Background: an optimization exercise with open tools, aiming at small area. Do not read the settings as production practice.
Function was checked by simulation only, so behaviour that the tests miss may differ from the original.

==> xenon: inputs <==
==> flow/design.v (excerpt) <==
module fpu_top
(
    input  logic                fpu_clock,
    input  logic                fpu_reset_b,
    input  fpu_pkg::fpu_op_t    fpu_instr,
    input  fpu_pkg::reg_index_t fs,
    input  fpu_pkg::reg_index_t ft,
    input  fpu_pkg::reg_index_t fd,
    input  fpu_pkg::fp_word_t   data_gpr,
    output fpu_pkg::fp_word_t   result,
    output fpu_pkg::fp_word_t   data_fpr,
    output logic                exception
);
clock: 17.0 ns
lec_check: 0
cap_margin: 20
core_margin: 2
core_utilization: 40
place_density: 0.75
slew_margin: 20
standard.sh (not shown) runs the stock make flow with config.mk's settings and CLKGATE_MAP_FILE= SYNTH_SCRIPT=/design/flow/synth_recipe.tcl, a recipe that flattens the netlist after the stock synthesis.
==> flow/flow/run.sh <==
#!/bin/bash
# Own layout flow: the standard layout (standard.sh) with these changes:
#  - synthesis maps the combinational logic for area (see flow/synth.tcl);
#    every register is the standard synthesis's
#  - clock tree: no dummy loads, larger sink clusters
#  - port buffers: the smallest buffer
# Each step's full output is in this folder: synth.log, layout.log, and
# ORFS's own logs under orfs/logs.
set -euo pipefail
W=$PWD
F=$W/flow
export MY_ABC_SCRIPT=$F/abc.script
sed "s#SYNTH_SCRIPT=[^ ]*#SYNTH_SCRIPT=$F/synth.tcl #" standard.sh > own_standard.sh
bash own_standard.sh synth > $W/synth.log 2>&1
export CTS_ARGS="-sink_clustering_enable -repair_clock_nets -dont_use_dummy_load -sink_clustering_size 25 -sink_clustering_max_diameter 80"
export BUFFER_PORTS_ARGS="-buffer_cell sky130_fd_sc_hd__buf_1"
bash own_standard.sh finish > $W/layout.log 2>&1
==> flow/flow/abc.script <==
&get -n
&st
&dch
&nf -R 1000 -C 32 -F 8 -A 8
&st
&dch
&nf -R 1000 -C 32 -F 8 -A 8
&st
&dch
&nf -R 1000 -C 32 -F 8 -A 8
&put
topo
stime -c
==> flow/flow/synth.tcl <==
# synth_recipe.tcl with three changes to the combinational mapping (the
# registers are the standard synthesis's): Yosys's synth runs without its
# quick ABC pass, extract_fa extracts full adders only, and the final ABC
# call runs flow/abc.script, an area-oriented mapping.
proc synth {args} { yosys synth -nofsm -noshare -noabc {*}$args }
proc extract_fa {args} { yosys extract_fa -fa }
proc abc {args} {
  set out {}
  set i 0
  while {$i < [llength $args]} {
    set a [lindex $args $i]
    if {$a eq "-script"} {
      lappend out -script $::env(MY_ABC_SCRIPT)
      incr i 2
      continue
    }
    lappend out $a
    incr i
  }
  yosys abc {*}$out
}
source $::env(SCRIPTS_DIR)/synth.tcl
# left out here: clear keep_hierarchy, flatten, clean up, hide names made inside functions, write 1_2_yosys.v
==> inputs of sierra, as changes to xenon <==
--- a/flow/design.v
+++ b/flow/design.v
@@ -20,17 +20,19 @@
     typedef logic [8+23:0] fp_word_t;
     typedef logic [2*(8+23+1)-1:0] fp_pair_t;
     typedef logic [$clog2(32)-1:0] reg_index_t;
 endpackage
 module fp_adder
 (
     input  fpu_pkg::fp_word_t a,
     input  fpu_pkg::fp_word_t b,
-    output logic [27:0]       sig,         
+    output logic [27:0]       sig_x,       
+    output logic [27:0]       sig_y,       
+    output logic              sig_c,
     output logic signed [9:0] exp,
     output logic              sign,
     output logic [1:0]        spec
 );
     logic        a_zero, b_zero;           
     logic        a_ge;
     logic [7:0]  big_e, small_e;
     logic [22:0] big_m, small_m;
@@ -66,44 +68,49 @@
     assign sh5 = exp_diff[0] ? {1'd0, sh4[25:1]} : sh4;
     assign st5 = st4 | (exp_diff[0] & sh4[0]);
     always_comb
     begin
         if (exp_diff > 8'd26)
             aligned = {26'd0, |small_sig};      
         else
             aligned = {sh5, st5};
-        sig = {1'b0, big_sig, 3'b000} + ({1'b0, aligned} ^ {28{eff_sub}}) + {27'd0, eff_sub};
+        sig_x = {1'b0, big_sig, 3'b000};
+        sig_y = {1'b0, aligned} ^ {28{eff_sub}};
+        sig_c = eff_sub;
     end
     assign exp  = $signed({2'b00, big_e});
     assign sign = big_s;
     assign spec = ((&a[30:23]) | (&b[30:23])) ? 2'b01 : 2'b00;
 endmodule
 module fp_multiplier
 (
     input  fpu_pkg::fp_word_t a,
     input  fpu_pkg::fp_word_t b,
-    output logic [27:0]       sig,         
+    output logic [27:0]       sig_x,       
+    output logic [27:0]       sig_y,
+    output logic              sig_c,
+    output logic              sticky,      
     output logic signed [9:0] exp,
     output logic              sign,
     output logic [1:0]        spec
 );
     localparam logic signed [9:0] exp_bias = 127;
     logic        a_nan, b_nan, a_inf, b_inf, a_zero, b_zero;
     assign a_nan  = (&a[30:23]) & (|a[22:0]);
     assign b_nan  = (&b[30:23]) & (|b[22:0]);
     assign a_inf  = (&a[30:23]) & ~(|a[22:0]);
     assign b_inf  = (&b[30:23]) & ~(|b[22:0]);
     assign a_zero = (a[30:23] == 8'd0);
     assign b_zero = (b[30:23] == 8'd0);
     assign sign   = a[31] ^ b[31];
-    logic [25:0] hi;
-    logic        st;
-    fp_sig_mul i_sig (.a({1'b1, a[22:0]}), .b({1'b1, b[22:0]}), .hi(hi), .st(st));
-    assign sig  = {hi, 1'b0, st};
+    logic [25:0] ua, ub;
+    fp_sig_mul i_sig (.a({1'b1, a[22:0]}), .b({1'b1, b[22:0]}), .ua(ua), .ub(ub), .c22(sig_c), .st(sticky));
+    assign sig_x = {ua, 2'b11};
+    assign sig_y = {ub, 2'b00};
     assign exp  = $signed({2'b00, a[30:23]}) + $signed({2'b00, b[30:23]}) - exp_bias;
     always_comb
     begin
         if (a_nan | b_nan | (a_inf & b_zero) | (a_zero & b_inf))
             spec = 2'b01;                           
         else if (a_inf | b_inf)
             spec = 2'b10;                           
         else if (a_zero | b_zero)
@@ -111,17 +118,19 @@
         else
             spec = 2'b00;
     end
 endmodule
 module fp_sig_mul
 (
     input  logic [23:0] a,
     input  logic [23:0] b,
-    output logic [25:0] hi,
+    output logic [25:0] ua,
+    output logic [25:0] ub,
+    output logic        c22,
     output logic        st
 );
     wire one0 = b[0] ^ 1'b0;
     wire two0 = (b[1] & ~b[0] & ~1'b0) | (~b[1] & b[0] & 1'b0);
     wire neg0 = b[1] & ~(b[0] & 1'b0);
     wire x1 = (one0 & a[0]) ^ neg0;
     wire x2 = ((one0 & a[1]) | (two0 & a[0])) ^ neg0;
     wire x3 = ((one0 & a[2]) | (two0 & a[1])) ^ neg0;
@@ -1058,18 +1067,20 @@
     wire c901 = (c727 & c809) | (c727 & s810) | (c809 & s810);
     wire s902 = a[23] ^ c811 ^ s812;
     wire c903 = (a[23] & c811) | (a[23] & s812) | (c811 & s812);
     wire s904 = ~c813;
     wire c905 = c813;
     wire [47:0] ra = {c903, c901, c899, c897, c895, c893, c891, c889, c887, c885, c883, c881, c879, c877, c875, c873, c871, c869, c867, c865, c863, c861, c859, c857, c855, c853, c851, c849, c847, c845, c843, c841, c839, c837, c835, c833, c831, c829, c827, c825, c823, c821, c819, c817, c815, neg1, x2, x1};
     wire [47:0] rb = {s904, s902, s900, s898, s896, s894, s892, s890, s888, s886, s884, s882, s880, s878, s876, s874, s872, s870, s868, s866, s864, s862, s860, s858, s856, s854, s852, s850, s848, s846, s844, s842, s840, s838, s836, s834, s832, s830, s828, s826, s824, s822, s820, s818, s816, s814, 1'b0, neg0};
     wire [22:0] lo = {1'b0, ra[21:0]} + {1'b0, rb[21:0]};
-    assign st = |lo[21:0];
-    assign hi = ra[47:22] + rb[47:22] + {25'd0, lo[22]};
+    assign st  = |lo[21:0];
+    assign c22 = lo[22];
+    assign ua  = ra[47:22];
+    assign ub  = rb[47:22];
 endmodule
 module fp_round
 (
     input  logic [27:0]       sig,
     input  logic signed [9:0] exp,
     input  logic              sign,
     input  logic [1:0]        spec,        
     output fpu_pkg::fp_word_t res,
@@ -1146,23 +1157,32 @@
     input  logic              is_mul,
     input  fpu_pkg::fp_word_t a,
     input  fpu_pkg::fp_word_t b,
     output logic [27:0]       sig,
     output logic signed [9:0] exp,
     output logic              sign,
     output logic [1:0]        spec
 );
-    logic [27:0]       add_sig, mul_sig;
+    logic [27:0]       add_x, add_y, mul_x, mul_y, sum;
+    logic              add_c, mul_c, mul_st;
     logic signed [9:0] add_exp, mul_exp;
     logic              add_sign, mul_sign;
     logic [1:0]        add_spec, mul_spec;
-    fp_adder      i_add (.a(a), .b(b), .sig(add_sig), .exp(add_exp), .sign(add_sign), .spec(add_spec));
-    fp_multiplier i_mul (.a(a), .b(b), .sig(mul_sig), .exp(mul_exp), .sign(mul_sign), .spec(mul_spec));
-    assign sig  = is_mul ? mul_sig  : add_sig;
+    fp_adder      i_add (.a(a), .b(b), .sig_x(add_x), .sig_y(add_y), .sig_c(add_c),
+                         .exp(add_exp), .sign(add_sign), .spec(add_spec));
+    fp_multiplier i_mul (.a(a), .b(b), .sig_x(mul_x), .sig_y(mul_y), .sig_c(mul_c), .sticky(mul_st),
+                         .exp(mul_exp), .sign(mul_sign), .spec(mul_spec));
+    logic [27:0] sx, sy;
+    logic        sc;
+    assign sx   = is_mul ? mul_x : add_x;
+    assign sy   = is_mul ? mul_y : add_y;
+    assign sc   = is_mul ? mul_c : add_c;
+    assign sum  = sx + sy + {27'd0, sc};
+    assign sig  = is_mul ? {sum[27:2], 1'b0, mul_st} : sum;
     assign exp  = is_mul ? mul_exp  : add_exp;
     assign sign = is_mul ? mul_sign : add_sign;
     assign spec = is_mul ? mul_spec : add_spec;
 endmodule
 module fpr_file
 (
     input  logic                fpu_clock,
     input  logic                fpu_reset_b,
- PLACE_DENSITY: 0.75 -> unset
==> impl_metrics.csv <==
group,metric,value,unit
cells_and_area,multi_input_area_share,53.07,%
routing,first_pass_iters,15,
sta,hold_ws,455.4,ps
global_routing,grt_pass1_wl,608.0,mm
cells_and_area,final_cell_mix,"edfxtp_1 (1,024), nand2_1 (887), nor2_1 (618)",
setup_path,critPathRequiredTime,17700,ps
run_status,status,"finished clean",
logic_synthesis,synth_area,87710,um^2
routing,met2_length,177.6,mm
setup_path,path_delay_family,"simple AND/OR/NAND/NOR gates",
That was sierra.
==> impl_metrics.csv <==
group,metric,value,unit
run_status,status,"finished clean",
cells_and_area,multi_input_area_share,53.44,%
routing,met2_length,173.7,mm
setup_path,critPathRequiredTime,17580,ps
routing,first_pass_iters,17,
global_routing,grt_pass1_wl,612.4,mm
cells_and_area,final_cell_mix,"edfxtp_1 (1,024), nand2_1 (973), xnor2_1 (635)",
setup_path,path_delay_family,"compound AO/OA/AOI/OAI gates",
sta,hold_ws,439.9,ps
That was xenon.

-- separate check: timing with driven ports --
No port has a modelled driver above. Below, the same layouts with a new extraction and two added sets of constraints. Step 1 sets driving cells, clkbuf_16 on the clock port and buf_2 on the other inputs (assumed; they add their load-dependent delay and slew). Step 2 moves the port delays by t, midway between the first and last clock arrival at a register: inputs arrive t later, outputs are due t later. That takes back most of the time a late clock gives input paths. a / b / c = ideal / step 1 / step 2; a / b = the first two.
run | t, ns | setup slack, ns | worst hold slack (ns) | cell pins on the clock port's net
xenon | 0.803 | 1.241 / 1.241 / 1.241 | 0.440 / 0.440 / 0.440 | 1
sierra | 0.852 | 1.649 / 1.649 / 1.649 | 0.455 / 0.455 / 0.455 | 1
After both steps setup and hold are still met in every run listed.
